This design comes from an exercise in tuning for small area and a short achievable clock period on the open sky130 flow, not from production work.
The RTL was checked by simulation tests, not by an equivalence proof against the original design.
No activity file was given, so power comes from the tool's default toggle rates.

==> wip/juniper: inputs <==
==> flow/design.v <==
module mem_slave #(
  parameter int unsigned WIDTH       = 16,
  parameter int unsigned DEPTH       = 64,
  parameter int unsigned ADDR_WIDTH  = $clog2(DEPTH),
  parameter int unsigned WAIT_CYCLES = 2
) (
  input  logic                  clk,
  input  logic                  res,
  input  logic                  bus_wr_rd,
  input  logic [ADDR_WIDTH-1:0] bus_addr,
  input  logic [WIDTH-1:0]      bus_wdata,
  input  logic                  bus_valid,
  output logic                  bus_ready,
  output logic [WIDTH-1:0]      bus_rdata,
  output logic                  bus_rdata_vld
);
  localparam int NR = 8;   
  localparam int RL = 8;   
  localparam int NT = 4;   
  localparam int NS = 3;   
  logic             ready_q, w1_q, w2_q, rq1_q, rq2_q, pend_q;
  logic             rdt_q, rdb_q;
  logic [2:0]       ph_q;
  logic             we_q;
  logic [NR-1:0]    rsel_q;      
  logic [2:0]       pos_q;       
  logic [NT-1:0]    tsel_q;      
  logic [NS-1:0]    smatch_q;    
  logic [WIDTH-1:0] wdata_q;
  logic [WIDTH-1:0] rdbuf_q;
  logic [WIDTH-1:0] rdata_q;
  logic             rdata_vld_q;
  logic [WIDTH-1:0] mem_q [NR][RL];
  logic             accept;
  logic             clr;
  logic [2:0]       pos_d;
  logic [1:0]       tap_d;
  logic [WIDTH-1:0] wsrc;
  logic [WIDTH-1:0] tap_word [NT];
  logic [WIDTH-1:0] rd_word;
  logic [NR-1:0]    rdec;
  assign accept = ready_q && bus_valid;
  assign clr    = res || rq1_q || rq2_q;
  assign wsrc   = clr ? '0 : wdata_q;
  always_comb begin
    for (int r = 0; r < NR; r++) rdec[r] = (bus_addr[5:3] == 3'(r));
  end
  assign pos_d = ready_q ? (bus_addr[2:0] + ph_q + 3'd1) : (pos_q + 3'd1);
  assign tap_d = 2'((pos_d + 3'd1) >> 1);   
  always_comb begin
    for (int t = 0; t < NT; t++) begin
      tap_word[t] = '0;
      for (int r = 0; r < NR; r++)
        tap_word[t] = tap_word[t] | (mem_q[r][2*t] & {WIDTH{rsel_q[r]}});
    end
    rd_word = '0;
    for (int t = 0; t < NT; t++)
      rd_word = rd_word | (tap_word[t] & {WIDTH{tsel_q[t]}});
  end
  always_ff @(posedge clk) begin
    if (res) begin
      ready_q     <= 1'b0;
      w1_q        <= 1'b0;
      w2_q        <= 1'b0;
      pend_q      <= 1'b0;
      rdt_q       <= 1'b0;
      rdb_q       <= 1'b0;
      ph_q        <= '0;
      rdata_q     <= '0;
      rdata_vld_q <= 1'b0;
    end else begin
      ready_q     <= !accept && !w1_q;
      w1_q        <= accept;
      w2_q        <= w1_q;
      pend_q      <= (accept && bus_wr_rd) || (we_q && (w1_q || w2_q));
      rdt_q       <= w1_q && !we_q && !pos_d[0];
      rdb_q       <= w1_q && !we_q && pos_d[0];
      ph_q        <= ph_q + 3'd1;
      rdata_vld_q <= w2_q && !we_q;
      if (rdt_q) rdata_q <= rd_word;
      else if (rdb_q) rdata_q <= rdbuf_q;
    end
    rq1_q <= res;
    rq2_q <= rq1_q;
  end
  always_ff @(posedge clk) begin
    if (ready_q) begin
      we_q    <= bus_wr_rd;
      rsel_q  <= rdec;
      wdata_q <= bus_wdata;
    end
    pos_q       <= pos_d;
    tsel_q      <= NT'(1) << tap_d;
    smatch_q[0] <= (pos_d == 3'd7);
    smatch_q[1] <= (pos_d == 3'd2);
    smatch_q[2] <= (pos_d == 3'd5);
    rdbuf_q     <= rd_word;
  end
  always_ff @(posedge clk) begin
    for (int r = 0; r < NR; r++) begin
      for (int k = 0; k < RL; k++) begin
        if ((k % 3) == 0 && (clr || (pend_q && rsel_q[r] && smatch_q[k / 3])))
          mem_q[r][k] <= wsrc;
        else
          mem_q[r][k] <= mem_q[r][(k + RL - 1) % RL];
      end
    end
  end
  assign bus_ready     = ready_q;
  assign bus_rdata     = rdata_q;
  assign bus_rdata_vld = rdata_vld_q;
endmodule
==> flow/run.sh <==
#!/bin/bash
# synth_recipe.tcl (not shown) runs the flow's synth.tcl, then flattens the netlist and writes it again
# the make line also repeats each setting of config.mk as NAME=value (left out here)
make -C /OpenROAD-flow-scripts/flow DESIGN_CONFIG=/design/flow/config.mk WORK_HOME=/design/flow/orfs CLKGATE_MAP_FILE= SYNTH_SCRIPT=/design/flow/synth_recipe.tcl finish
==> flow/config.mk <==
export PLATFORM = sky130hd
export DESIGN_NAME = mem_slave
export DESIGN_NICKNAME = mem_slave
export VERILOG_FILES = /design/flow/design.v
export SDC_FILE = /design/flow/constraint.sdc
export NUM_CORES = 4
export LEC_CHECK = 0
export ABC_CLOCK_PERIOD_IN_PS = 2000
export CAP_MARGIN = 20
export CORE_MARGIN = 2
export CORE_UTILIZATION = 60
export CTS_CLUSTER_DIAMETER = 80
export CTS_CLUSTER_SIZE = 25
export SETUP_SLACK_MARGIN = 3.2
export SLEW_MARGIN = 20
==> flow/constraint.sdc <==
create_clock -name core_clock -period 5.0 [get_ports {clk}]
set_input_delay 1.0000 -clock core_clock [delete_from_list [all_inputs] [get_ports {clk}]]
set_output_delay 1.0000 -clock core_clock [all_outputs]
set_load 0.01 [all_outputs]
==> wip/yarrow: changes against wip/juniper <==
==> flow/design.v (replaced) <==
module mem_slave #(
  parameter int unsigned WIDTH       = 16,
  parameter int unsigned DEPTH       = 64,
  parameter int unsigned ADDR_WIDTH  = $clog2(DEPTH),
  parameter int unsigned WAIT_CYCLES = 2
) (
  input  logic                  clk,
  input  logic                  res,
  input  logic                  bus_wr_rd,
  input  logic [ADDR_WIDTH-1:0] bus_addr,
  input  logic [WIDTH-1:0]      bus_wdata,
  input  logic                  bus_valid,
  output logic                  bus_ready,
  output logic [WIDTH-1:0]      bus_rdata,
  output logic                  bus_rdata_vld
);
  localparam int NR = 8;   
  localparam int RL = 8;   
  logic             ready_q, w1_q, w2_q, w3_q, rq1_q, rq2_q;
  logic [2:0]       ph_q;
  logic             we_q;
  logic [2:0]       ring_q, ofs_q;
  logic [WIDTH-1:0] wdata_q;
  logic [WIDTH-1:0] rdbuf_q;
  logic [WIDTH-1:0] rdata_q;
  logic             rdata_vld_q;
  logic [WIDTH-1:0] mem_q [NR][RL];
  logic             accept;
  logic             exec;
  logic             clr;
  logic             pend;
  logic [2:0]       pos;
  logic [1:0]       tap;
  logic [WIDTH-1:0] wsrc;
  logic [WIDTH-1:0] tap_word;
  logic [WIDTH-1:0] rd_word;
  assign accept = ready_q && bus_valid;
  assign exec   = w2_q;
  assign clr    = res || rq1_q || rq2_q;
  assign pend   = we_q && (w1_q || w2_q || w3_q);
  assign pos    = ofs_q + ph_q;           
  assign tap    = 2'((pos + 3'd1) >> 1);  
  assign wsrc   = clr ? '0 : wdata_q;
  assign tap_word = mem_q[ring_q][{tap, 1'b0}];
  assign rd_word  = pos[0] ? rdbuf_q : tap_word;
  always_ff @(posedge clk) begin
    if (res) begin
      ready_q     <= 1'b0;
      w1_q        <= 1'b0;
      w2_q        <= 1'b0;
      w3_q        <= 1'b0;
      ph_q        <= '0;
      rdata_q     <= '0;
      rdata_vld_q <= 1'b0;
    end else begin
      ready_q     <= !accept && !w1_q;
      w1_q        <= accept;
      w2_q        <= w1_q;
      w3_q        <= w2_q;
      ph_q        <= ph_q + 3'd1;
      rdata_vld_q <= exec && !we_q;
      if (exec && !we_q) rdata_q <= rd_word;
    end
    rq1_q <= res;
    rq2_q <= rq1_q;
  end
  always_ff @(posedge clk) begin
    if (ready_q) begin
      we_q    <= bus_wr_rd;
      ring_q  <= bus_addr[5:3];
      ofs_q   <= bus_addr[2:0];
      wdata_q <= bus_wdata;
    end
    rdbuf_q <= tap_word;
  end
  always_ff @(posedge clk) begin
    for (int r = 0; r < NR; r++) begin
      for (int k = 0; k < RL; k++) begin
        if ((k % 3) == 0 && (clr || (pend && ring_q == 3'(r) && pos == 3'((k + RL - 1) % RL))))
          mem_q[r][k] <= wsrc;
        else
          mem_q[r][k] <= mem_q[r][(k + RL - 1) % RL];
      end
    end
  end
  assign bus_ready     = ready_q;
  assign bus_rdata     = rdata_q;
  assign bus_rdata_vld = rdata_vld_q;
endmodule
Settings changed: ABC_CLOCK_PERIOD_IN_PS 2000 to unset, CORE_UTILIZATION 60 to 40, CTS_CLUSTER_DIAMETER 80 to unset, CTS_CLUSTER_SIZE 25 to unset, SETUP_SLACK_MARGIN 3.2 to unset.
==> wip/violet: changes against wip/juniper <==
Settings changed: CORE_UTILIZATION 60 to 40, CTS_CLUSTER_DIAMETER 80 to unset, CTS_CLUSTER_SIZE 25 to unset, SETUP_SLACK_MARGIN 3.2 to 2.8.
==> wip/zinc: changes against wip/juniper <==
Settings changed: ABC_CLOCK_PERIOD_IN_PS 2000 to unset, CORE_UTILIZATION 60 to 40, CTS_CLUSTER_DIAMETER 80 to unset, CTS_CLUSTER_SIZE 25 to unset, SETUP_SLACK_MARGIN 3.2 to unset.
==> comparison table <==
Met2 layer wire length in the routed design: wip/yarrow 55,500 um; wip/zinc 42,900 um; wip/violet 44,200 um; wip/juniper 49,400 um
Area growth from synthesis to layout: wip/yarrow 16.4%; wip/zinc 13.9%; wip/violet 15.3%; wip/juniper 17.7%
Final standard cell area without fillers: wip/yarrow 0.0383 mm^2; wip/zinc 0.0361 mm^2; wip/violet 0.0366 mm^2; wip/juniper 0.0374 mm^2
Cell total after placement: wip/yarrow 4,178; wip/zinc 3,811; wip/violet 3,799; wip/juniper 3,431
Signal buffers: wip/yarrow 159; wip/zinc 101; wip/violet 108; wip/juniper 185
Tapcells inserted: wip/yarrow 1,070; wip/zinc 1,050; wip/violet 1,050; wip/juniper 688
Buffers and inverters on the worst path: wip/yarrow 2; wip/zinc 3; wip/violet 1; wip/juniper 1
Number of vias per cell: wip/yarrow 5.61; wip/zinc 5.48; wip/violet 5.50; wip/juniper 6.43
P_seq: wip/yarrow 8.87 mW; wip/zinc 9.33 mW; wip/violet 9.35 mW; wip/juniper 9.40 mW
Top-area cell type share of the netlist area: wip/yarrow 0.649; wip/zinc 0.680; wip/violet 0.680; wip/juniper 0.680
Clock buffer instance count of the final layout: wip/yarrow 145; wip/zinc 143; wip/violet 156; wip/juniper 70
WS Path Type: wip/yarrow reg2reg; wip/zinc in2reg; wip/violet reg2out; wip/juniper reg2out
Smallest setup slack after layout: wip/yarrow 0.551 ns; wip/zinc 2.08 ns; wip/violet 2.83 ns; wip/juniper 2.80 ns
Standard cell core area: wip/yarrow 0.0817 mm^2; wip/zinc 0.0787 mm^2; wip/violet 0.0787 mm^2; wip/juniper 0.0524 mm^2
Area of the multi-input gates: wip/yarrow 0.0100 mm^2; wip/zinc 0.00821 mm^2; wip/violet 0.00845 mm^2; wip/juniper 0.0101 mm^2
Cell area after technology mapping: wip/yarrow 0.0329 mm^2; wip/zinc 0.0317 mm^2; wip/violet 0.0317 mm^2; wip/juniper 0.0317 mm^2
Xor/xnor cell area share of the yosys netlist: wip/yarrow 0.00232; wip/zinc 0.00110; wip/violet 0.00110; wip/juniper 0.00110
Outcome: wip/yarrow complete, no violations; wip/zinc complete, no violations; wip/violet complete, no violations; wip/juniper complete, no violations

-- afterwards: timing with drivers on the ports --
In the flow no input, the clock included, has a driving cell. The finished layouts below were timed again as built, in two steps.
Step 1: set_driving_cell puts a clkbuf_16 on clk and a buf_2 on each other input, an assumption about the parent block.
Step 2 moves the port delays by t, midway between the first and last clock arrival at a register: inputs arrive t later, outputs are due t later. That takes back most of the time a late clock gives input paths.
Three values: ideal, step 1, step 2; two values: the first two.
| run | t (ns) | setup WS [ns] | worst setup path after step 2 | worst slew at a driven data input, ns |
|---|---|---|---|---|
| wip/juniper | 0.702 | 2.795 / 2.731 / 2.222 | input to register | 0.04 |
| wip/yarrow | 0.742 | 0.551 / 0.551 / 0.551 | register to register | 0.05 |
| wip/violet | 0.713 | 2.826 / 2.761 / 2.286 | input to register | 0.05 |
| wip/zinc | 0.724 | 2.081 / 2.095 / 1.388 | input to register | 0.05 |
After both steps every run listed still meets setup and hold. For wip/zinc, which loses most, drivers alone change the setup slack by +0.014 ns; drivers and shift together by -0.693 ns.
